From an optimization exercise on the open Yosys and OpenROAD flow, aimed at small area and a short achievable clock period; shortcuts taken in it are not production practice. Function was checked by simulation only, so behaviour that the tests miss may differ from the original. Power is estimated from default activity; no workload was simulated.

## run A
Design sssp_top, start of the top module:
module sssp_top #(
    parameter int ADDR_W = 6
) (
    input  logic             clk,
    input  logic             rst,
    input  sssp_pkg::word_t  word_in,
    input  logic             word_in_valid,
    input  sssp_pkg::level_t current_level,
    input  logic             last_input_in,
    output sssp_pkg::word_t  word_out,
    output logic             valid_out,
    output logic             done
);
    localparam int LANES = sssp_pkg::LANE_COUNT;
    localparam int LANE_W = sssp_pkg::LANE_W;
    localparam int TOP = sssp_pkg::WORD_W - 1;
    logic                 ended;
    logic                 rst_d;
    sssp_pkg::lane_mask_t i_present;
    logic [ADDR_W-1:0]    i_idx [LANES];
    sssp_pkg::level_t     i_level;
    logic                 i_last;
    always_ff @(posedge clk) begin
        rst_d <= rst;
        if (rst) begin
            ended <= 1'b0;
        end else if (last_input_in) begin
            ended <= 1'b1;
        end
        for (int k = 0; k < LANES; k++) begin
            i_present[k] <= !rst && !ended && word_in_valid && word_in[TOP - k * LANE_W];
            i_idx[k] <= word_in[TOP - k * LANE_W - (LANE_W - ADDR_W) -: ADDR_W];
  ...
==> flow/config.mk <==
export PLATFORM = sky130hd
export DESIGN_NAME = sssp_top
export DESIGN_NICKNAME = sssp_top
export VERILOG_FILES = /design/flow/design.v
export SDC_FILE = /design/flow/constraint.sdc
export NUM_CORES = 4
export LEC_CHECK = 0
export ABC_AREA = 1
export CAP_MARGIN = 20
export CORE_MARGIN = 2
export CORE_UTILIZATION = 40
export CTS_CLUSTER_DIAMETER = 100
export CTS_CLUSTER_SIZE = 30
export SETUP_SLACK_MARGIN = 5
export SLEW_MARGIN = 20
==> flow/constraint.sdc <==
create_clock -name core_clock -period 8.0 [get_ports {clk}]
set_input_delay 1.6000 -clock core_clock [delete_from_list [all_inputs] [get_ports {clk}]]
set_output_delay 1.6000 -clock core_clock [all_outputs]
set_load 0.01 [all_outputs]
standard.sh (not shown) runs the stock make flow with config.mk's settings and CLKGATE_MAP_FILE= SYNTH_SCRIPT=/design/flow/synth_recipe.tcl, a recipe that flattens the netlist after the stock synthesis.
==> flow/flow/run.sh <==
#!/bin/bash
set -euo pipefail
ports="BUFFER_PORTS_ARGS=-buffer_cell sky130_fd_sc_hd__buf_1"
margin="SETUP_SLACK_MARGIN=5.35"
results=$(sed -n 's/^if \[\[ -f \(.*\)\/6_final.odb \]\]; then$/\1/p' standard.sh)
results=${results//\'/}
test -n "$results"
bash standard.sh "$ports" "$margin" 3_3_place_gp > standard_to_gp.log 2>&1
TIE_ODB="$results/3_3_place_gp.odb" TIE_GROUP=24 openroad -no_init -exit flow/merge_ties.tcl > merge_ties.log 2>&1
bash standard.sh "$ports" "$margin" finish > standard_finish.log 2>&1
==> flow/flow/merge_ties.tcl <==
# After global placement (pins placed, tie cells one per port), let one tie-low
# cell drive up to $group neighbouring constant-zero output ports: the tie cells
# whose LO net reaches only top-level ports are grouped by pin position along
# the die edge, and each group keeps one of them.
set odb $::env(TIE_ODB)
set group $::env(TIE_GROUP)
read_db $odb
set block [ord::get_db_block]
set die [$block getDieArea]
set W [$die xMax]
set H [$die yMax]
set items {}
foreach inst [$block getInsts] {
  if {[[$inst getMaster] getName] ne "sky130_fd_sc_hd__conb_1"} { continue }
  set lo [$inst findITerm LO]
  set net [$lo getNet]
  if {$net eq "NULL" || $net eq ""} { continue }
  set others 0
  foreach it [$net getITerms] { if {[[$it getInst] getName] ne [$inst getName]} { incr others } }
  set bterms [$net getBTerms]
  if {$others != 0 || [llength $bterms] != 1} { continue }
  set bb [[lindex $bterms 0] getBBox]
  set x [expr {([$bb xMin] + [$bb xMax]) / 2}]
  set y [expr {([$bb yMin] + [$bb yMax]) / 2}]
  # position along the die edge, counter-clockwise from the origin
  set d [list $y [expr {$W - $x}] [expr {$H - $y}] $x]
  set e [lsearch -exact $d [tcl::mathfunc::min {*}$d]]
  switch $e {
    0 { set t $x }
    1 { set t [expr {$W + $y}] }
    2 { set t [expr {$W + $H + $W - $x}] }
    3 { set t [expr {2 * $W + $H + $H - $y}] }
  }
  lappend items [list $t $inst $net [lindex $bterms 0]]
}
set items [lsort -real -index 0 $items]
set removed 0
set i 0
foreach it $items {
  if {$i % $group == 0} {
    set keep_net [lindex $it 2]
  } else {
    set bt [lindex $it 3]
    $bt disconnect
    $bt connect $keep_net
    odb::dbInst_destroy [lindex $it 1]
    odb::dbNet_destroy [lindex $it 2]
    incr removed
  }
  incr i
}
puts "merge_ties: [llength $items] port ties, removed $removed, groups of up to $group ports"
write_db $odb
Run A completed end to end with timing, DRC and antenna clean.
### run A -> run B
diff --git a/flow/flow/run.sh b/flow/flow/run.sh
--- a/flow/flow/run.sh
+++ b/flow/flow/run.sh
@@ -3,3 +3,3 @@
 ports="BUFFER_PORTS_ARGS=-buffer_cell sky130_fd_sc_hd__buf_1"
-margin="SETUP_SLACK_MARGIN=5.35"
+margin="SETUP_SLACK_MARGIN=5.25"
 results=$(sed -n 's/^if \[\[ -f \(.*\)\/6_final.odb \]\]; then$/\1/p' standard.sh)
--- outcome ---
Run B | stages: all done | timing, DRC, antenna: all pass
Between run A and run B, the ratio of cells with drive above 1 in the final layout figures differ only marginally.
Diff run A -> run B: total via count in the routed design saw little to no change; peak supply drop was more or less identical.
Relative to run A, the routed length on met1 measured on run B has decreased slightly.
The worst hold slack across all endpoints on run A is in line with that on run B.
Diff run A -> run B: sum of internal, switching and leakage power flat; cell area power density now sits at about the same level; final worst setup slack shows no meaningful change; core utilization held.
### run B -> run C
diff --git a/flow/flow/run.sh b/flow/flow/run.sh
--- a/flow/flow/run.sh
+++ b/flow/flow/run.sh
@@ -3,3 +3,3 @@
 ports="BUFFER_PORTS_ARGS=-buffer_cell sky130_fd_sc_hd__buf_1"
-margin="SETUP_SLACK_MARGIN=5.25"
+margin="SETUP_SLACK_MARGIN=5.15"
 results=$(sed -n 's/^if \[\[ -f \(.*\)\/6_final.odb \]\]; then$/\1/p' standard.sh)
[summary]
In run C, the final period utilization came out 0.97 points above the value in run B. Changes observed in run C relative to run B: maximum count of clock buffers along a single path about even, static leakage shows a reduction of 2.3%. Relative to run B, detailed route wirelength on metal3 has decreased by 3.8% in run C. Critical path arrival delta for run C relative to run B: 80 ps higher. Going from run B to run C, total length of routed wires shrank slightly. Run C does better than run B on net switching power. Summary — setup slack, run C relative to run B: lower, by 78 ps. As far as setup slack on the worst flop-to-flop path is concerned, run C and run B perform about the same. The final routed wire length divided by cell count on run C is in line with that on run B.

---

Setup of juniper:
Another version of the RTL of sssp_top (not shown whole).
Size: ~890 flip-flops.
export LEC_CHECK = 0
export ABC_AREA = 1
export CAP_MARGIN = 20
export CORE_MARGIN = 2
export CORE_UTILIZATION = 40
export CTS_CLUSTER_DIAMETER = 100
export CTS_CLUSTER_SIZE = 30
export SETUP_SLACK_MARGIN = 5
export SLEW_MARGIN = 20
create_clock -name core_clock -period 8.0 [get_ports {clk}]
==> flow/flow/run.sh <==
#!/bin/bash
set -euo pipefail
margin=$(tr -d ' \n' < flow/margin.txt)
sed "s|\"\${@:-finish}\"|SETUP_SLACK_MARGIN=${margin} \"\${@:-finish}\"|" standard.sh > standard_margin.sh
grep -q "SETUP_SLACK_MARGIN=${margin}" standard_margin.sh
bash standard_margin.sh > standard_flow.log 2>&1
==> flow/flow/margin.txt <==
5.3
juniper | status: complete | timing, DRC, antenna: pass
What raven does differently from juniper at the input level:
Settings: PLACE_DENSITY: unset -> 0.75; CORE_UTILIZATION: 40 -> 60.
==> flow/run.sh (new file) <==
#!/bin/bash
# synth_recipe.tcl (not shown) runs the flow's synth.tcl, then flattens the netlist and writes it again
# the make line also repeats each setting of config.mk as NAME=value (left out here)
make -C /OpenROAD-flow-scripts/flow DESIGN_CONFIG=/design/flow/config.mk WORK_HOME=/design/flow/orfs CLKGATE_MAP_FILE= SYNTH_SCRIPT=/design/flow/synth_recipe.tcl finish
removed: flow/flow/run.sh
removed: flow/flow/margin.txt
removed: flow/standard.sh
Results
raven is listed as incomplete: the tool reported an error in 3_2_place_iop and the run ended there.
When the final numbers for raven and juniper were put side by side, the horizontal die dimension turned out to be greater in juniper.
Compared with juniper, in raven height of the chip fell 18%, share of synthesized area occupied by flip-flops and latches about even, async set-or-reset flop fraction in the synthesized netlist about even, register bit count reported by yosys about even.
Starting utilization of the core area in raven is 20 points above juniper.
Comparing raven against juniper, there is no change at all in netlist area before placement.
Input changes introduced in xenon (baseline for comparison: raven):
Settings: a deleted PLACE_DENSITY that had been 0.75; a change of CORE_UTILIZATION from 60 to 40.
==> summary.txt <==
The run showing the greater width of the chip is xenon. Synthesized cell count came out exactly the same in raven and xenon. Reported for raven and xenon, flip-flop and latch count after synthesis turned out identical to the last digit. [xenon vs raven] initial standard-cell utilization of the core: lower in xenon. The flow did not stop early for xenon: all stages ran, and the layout cleared the timing, design-rule and antenna checks.
[inputs] harbor vs xenon
==> flow/flow/run.sh (new file) <==
#!/bin/bash
# Own flow: the standard layout (standard.sh), stopped after global placement
# to let one tie-low cell drive a group of neighbouring constant-zero output
# ports (flow/merge_ties.tcl), then run on to the end unchanged.
set -euo pipefail
results=$(sed -n 's/^if \[\[ -f \(.*\)\/6_final.odb \]\]; then$/\1/p' standard.sh)
results=${results//\'/}
test -n "$results"
bash standard.sh 3_3_place_gp > standard_to_gp.log 2>&1
TIE_ODB="$results/3_3_place_gp.odb" TIE_GROUP=24 openroad -no_init -exit flow/merge_ties.tcl > merge_ties.log 2>&1
bash standard.sh > standard_finish.log 2>&1
==> flow/flow/merge_ties.tcl (new file) <==
# After global placement (pins placed, tie cells one per port), let one tie-low
# cell drive up to $group neighbouring constant-zero output ports: the tie cells
# whose LO net reaches only top-level ports are grouped by pin position along
# the die edge, and each group keeps one of them.
set odb $::env(TIE_ODB)
set group $::env(TIE_GROUP)
read_db $odb
set block [ord::get_db_block]
set die [$block getDieArea]
set W [$die xMax]
set H [$die yMax]
set items {}
foreach inst [$block getInsts] {
  if {[[$inst getMaster] getName] ne "sky130_fd_sc_hd__conb_1"} { continue }
  set lo [$inst findITerm LO]
  set net [$lo getNet]
  if {$net eq "NULL" || $net eq ""} { continue }
  set others 0
  foreach it [$net getITerms] { if {[[$it getInst] getName] ne [$inst getName]} { incr others } }
  set bterms [$net getBTerms]
  if {$others != 0 || [llength $bterms] != 1} { continue }
  set bb [[lindex $bterms 0] getBBox]
  set x [expr {([$bb xMin] + [$bb xMax]) / 2}]
  set y [expr {([$bb yMin] + [$bb yMax]) / 2}]
  # position along the die edge, counter-clockwise from the origin
  set d [list $y [expr {$W - $x}] [expr {$H - $y}] $x]
  set e [lsearch -exact $d [tcl::mathfunc::min {*}$d]]
  switch $e {
    0 { set t $x }
    1 { set t [expr {$W + $y}] }
    2 { set t [expr {$W + $H + $W - $x}] }
    3 { set t [expr {2 * $W + $H + $H - $y}] }
  }
  lappend items [list $t $inst $net [lindex $bterms 0]]
}
set items [lsort -real -index 0 $items]
set removed 0
set i 0
foreach it $items {
  if {$i % $group == 0} {
    set keep_net [lindex $it 2]
  } else {
    set bt [lindex $it 3]
    $bt disconnect
    $bt connect $keep_net
    odb::dbInst_destroy [lindex $it 1]
    odb::dbNet_destroy [lindex $it 2]
    incr removed
  }
  incr i
}
puts "merge_ties: [llength $items] port ties, removed $removed, groups of up to $group ports"
write_db $odb
==> flow/standard.sh (new file) <==
#!/bin/bash
# synth_recipe.tcl (not shown) runs the flow's synth.tcl, then flattens the netlist and writes it again
# the make line also repeats each setting of config.mk as NAME=value (left out here)
make -C /OpenROAD-flow-scripts/flow DESIGN_CONFIG=/design/flow/config.mk WORK_HOME=/design/flow/orfs CLKGATE_MAP_FILE= SYNTH_SCRIPT=/design/flow/synth_recipe.tcl "${@:-finish}"
removed: flow/run.sh
==> comparison <==
- harbor has completed all stages; timing, DRC and antenna checks passed.
- Diff harbor..xenon | switching power as a share of total power | negligible
- Changes observed in harbor relative to xenon: cell total after placement now smaller; fraction of standard cell area that is sequential picked up an extra 1.0 points; power share of the combinational group level.

---

Another version of the RTL of sssp_top (not shown whole).
Size: ~5000 cells after synthesis, ~890 flip-flops, roughly 1000 I/O pins, about 0.038 mm^2 of cells after synthesis.
Settings: LEC_CHECK=0, ABC_AREA=1, CAP_MARGIN=20, CORE_MARGIN=2, CORE_UTILIZATION=40, SETUP_SLACK_MARGIN=5, SLEW_MARGIN=20; clock period 8.0 ns.
run.sh (not shown) runs the stock make flow with config.mk's settings and CLKGATE_MAP_FILE= SYNTH_SCRIPT=/design/flow/synth_recipe.tcl, a recipe that flattens the netlist after the stock synthesis.
Stock flow here: none of the scripts above is used.
The starting point ran to the end with no violations.
Next try:
Settings changed: SETUP_SLACK_MARGIN 5 to not set.
Outcome: Worst setup slack got worse by 1100 ps; core utilization decreases by 1.1 points; die area does not change; routed wire length shrinks by 2.8%; worst hold slack is about the same; area after synthesis is unchanged; via count went down by about 2%.
Next try:
Settings changed: CTS_CLUSTER_DIAMETER set to 100, CTS_CLUSTER_SIZE set to 30, SETUP_SLACK_MARGIN set to 5.
Combinational power stays flat.
Via count goes up by about 0.8%.
Routed wire length came out higher by 2.2%.

---

sssp_top with an RTL version that a note above also has.
Size: about 1000 I/O pins.
Settings: LEC_CHECK=0, ABC_AREA=1, CAP_MARGIN=20, CORE_MARGIN=2, CORE_UTILIZATION=40, CTS_CLUSTER_DIAMETER=100, CTS_CLUSTER_SIZE=30, SETUP_SLACK_MARGIN=5, SLEW_MARGIN=20; clock period 8.0 ns.
standard.sh (not shown) runs the stock make flow with config.mk's settings and CLKGATE_MAP_FILE= SYNTH_SCRIPT=/design/flow/synth_recipe.tcl, a recipe that flattens the netlist after the stock synthesis.
==> flow/flow/run.sh <==
#!/bin/bash
# Own flow: the standard layout (standard.sh), stopped after global placement
# to let one tie-low cell drive a group of neighbouring constant-zero output
# ports (flow/merge_ties.tcl), then run on to the end unchanged. The ports are
# buffered with the smallest buffer, which the timing repair upsizes where needed.
set -euo pipefail
ports="BUFFER_PORTS_ARGS=-buffer_cell sky130_fd_sc_hd__buf_1"
results=$(sed -n 's/^if \[\[ -f \(.*\)\/6_final.odb \]\]; then$/\1/p' standard.sh)
results=${results//\'/}
test -n "$results"
bash standard.sh "$ports" 3_3_place_gp > standard_to_gp.log 2>&1
TIE_ODB="$results/3_3_place_gp.odb" TIE_GROUP=24 openroad -no_init -exit flow/merge_ties.tcl > merge_ties.log 2>&1
bash standard.sh "$ports" finish > standard_finish.log 2>&1
==> flow/flow/merge_ties.tcl <==
# After global placement (pins placed, tie cells one per port), let one tie-low
# cell drive up to $group neighbouring constant-zero output ports: the tie cells
# whose LO net reaches only top-level ports are grouped by pin position along
# the die edge, and each group keeps one of them.
set odb $::env(TIE_ODB)
set group $::env(TIE_GROUP)
read_db $odb
set block [ord::get_db_block]
set die [$block getDieArea]
set W [$die xMax]
set H [$die yMax]
set items {}
foreach inst [$block getInsts] {
  if {[[$inst getMaster] getName] ne "sky130_fd_sc_hd__conb_1"} { continue }
  set lo [$inst findITerm LO]
  set net [$lo getNet]
  if {$net eq "NULL" || $net eq ""} { continue }
  set others 0
  foreach it [$net getITerms] { if {[[$it getInst] getName] ne [$inst getName]} { incr others } }
  set bterms [$net getBTerms]
  if {$others != 0 || [llength $bterms] != 1} { continue }
  set bb [[lindex $bterms 0] getBBox]
  set x [expr {([$bb xMin] + [$bb xMax]) / 2}]
  set y [expr {([$bb yMin] + [$bb yMax]) / 2}]
  # position along the die edge, counter-clockwise from the origin
  set d [list $y [expr {$W - $x}] [expr {$H - $y}] $x]
  set e [lsearch -exact $d [tcl::mathfunc::min {*}$d]]
  switch $e {
    0 { set t $x }
    1 { set t [expr {$W + $y}] }
    2 { set t [expr {$W + $H + $W - $x}] }
    3 { set t [expr {2 * $W + $H + $H - $y}] }
  }
  lappend items [list $t $inst $net [lindex $bterms 0]]
}
set items [lsort -real -index 0 $items]
set removed 0
set i 0
foreach it $items {
  if {$i % $group == 0} {
    set keep_net [lindex $it 2]
  } else {
    set bt [lindex $it 3]
    $bt disconnect
    $bt connect $keep_net
    odb::dbInst_destroy [lindex $it 1]
    odb::dbNet_destroy [lindex $it 2]
    incr removed
  }
  incr i
}
puts "merge_ties: [llength $items] port ties, removed $removed, groups of up to $group ports"
write_db $odb
The first run ran to the end with no violations.
Next try:
==> flow/flow/run.sh (replaced) <==
#!/bin/bash
set -euo pipefail
ports="BUFFER_PORTS_ARGS=-buffer_cell sky130_fd_sc_hd__buf_1"
margin="SETUP_SLACK_MARGIN=5.15"
results=$(sed -n 's/^if \[\[ -f \(.*\)\/6_final.odb \]\]; then$/\1/p' standard.sh)
results=${results//\'/}
test -n "$results"
bash standard.sh "$ports" "$margin" 3_3_place_gp > standard_to_gp.log 2>&1
TIE_ODB="$results/3_3_place_gp.odb" TIE_GROUP=24 openroad -no_init -exit flow/merge_ties.tcl > merge_ties.log 2>&1
bash standard.sh "$ports" "$margin" finish > standard_finish.log 2>&1
- utilization is higher by 0.56 points
- clock skew is higher by 0.0086 ns
- routed wire length is higher by 3.6%
- worst setup slack improves by 0.046 ns
- total power is higher by 1.4%
Next try:
==> flow/run.sh (new file) <==
#!/bin/bash
# synth_recipe.tcl (not shown) runs the flow's synth.tcl, then flattens the netlist and writes it again
# the make line also repeats each setting of config.mk as NAME=value (left out here)
make -C /OpenROAD-flow-scripts/flow DESIGN_CONFIG=/design/flow/config.mk WORK_HOME=/design/flow/orfs CLKGATE_MAP_FILE= SYNTH_SCRIPT=/design/flow/synth_recipe.tcl finish
- PLACE_DENSITY: unset -> 0.8
removed: flow/flow/run.sh
removed: flow/flow/merge_ties.tcl
removed: flow/standard.sh
Effect: Synthesized area stays the same; wire length shrinks by a few percent; power went down slightly; core utilization climbs by 2.2 points; final area came out higher by a few percent; die area is unchanged; synthesized cell count does not change; sequential share of layout area is lower by 2.1 points.

-- static timing again, ports no longer ideal --
Ports are ideal in the flow. The routed layouts listed here were re-timed in OpenROAD.
Step 1 (the two cells are an assumption about what drives the block):
set clk [get_ports {clk}]
set_driving_cell -lib_cell sky130_fd_sc_hd__clkbuf_16 $clk
set_driving_cell -lib_cell sky130_fd_sc_hd__buf_2 [delete_from_list [all_inputs] $clk]
Step 2, shift: input delay + t, output delay - t, t = (earliest + latest rising clock arrival at the registers) / 2. This alone moves slack from input paths to output paths.
a / b / c = ideal ports / drivers / drivers and shift; a / b = the first two.
| run | t, ns | setup WS [ns] | latest minus earliest clock arrival (ns) |
|---|---|---|---|
| run A | 0.738 | 5.168 / 5.092 / 4.675 | 0.047 / 0.047 |
| run B | 0.738 | 5.169 / 5.094 / 4.681 | 0.045 / 0.045 |
| run C | 0.738 | 5.092 / 5.016 / 4.521 | 0.042 / 0.041 |
| juniper | 0.676 | 5.127 / 5.152 / 4.486 | 0.040 / 0.040 |
| xenon | 0.674 | 5.040 / 4.970 / 4.417 | 0.035 / 0.035 |
| harbor | 0.681 | 5.047 / 4.976 / 4.424 | 0.043 / 0.043 |
| the first run of note 3 | 0.752 | 4.981 / 4.905 / 4.317 | 0.063 / 0.063 |
| the second run of note 3 | 0.749 | 3.840 / 3.840 / 3.309 | 0.062 / 0.062 |
| the third run of note 3 | 0.703 | 5.021 / 4.946 / 4.424 | 0.049 / 0.049 |
| the first run of note 4 | 0.680 | 5.061 / 4.996 / 4.431 | 0.037 / 0.037 |
| the second run of note 4 | 0.682 | 5.107 / 5.097 / 4.459 | 0.043 / 0.043 |
| the third run of note 4 | 0.684 | 4.926 / 4.958 / 4.274 | 0.043 / 0.043 |
After both steps setup and hold are still met in every run listed. The setup slack of the first run of note 3, which loses most, moves by -0.076 ns with the drivers and by -0.664 ns with both steps.
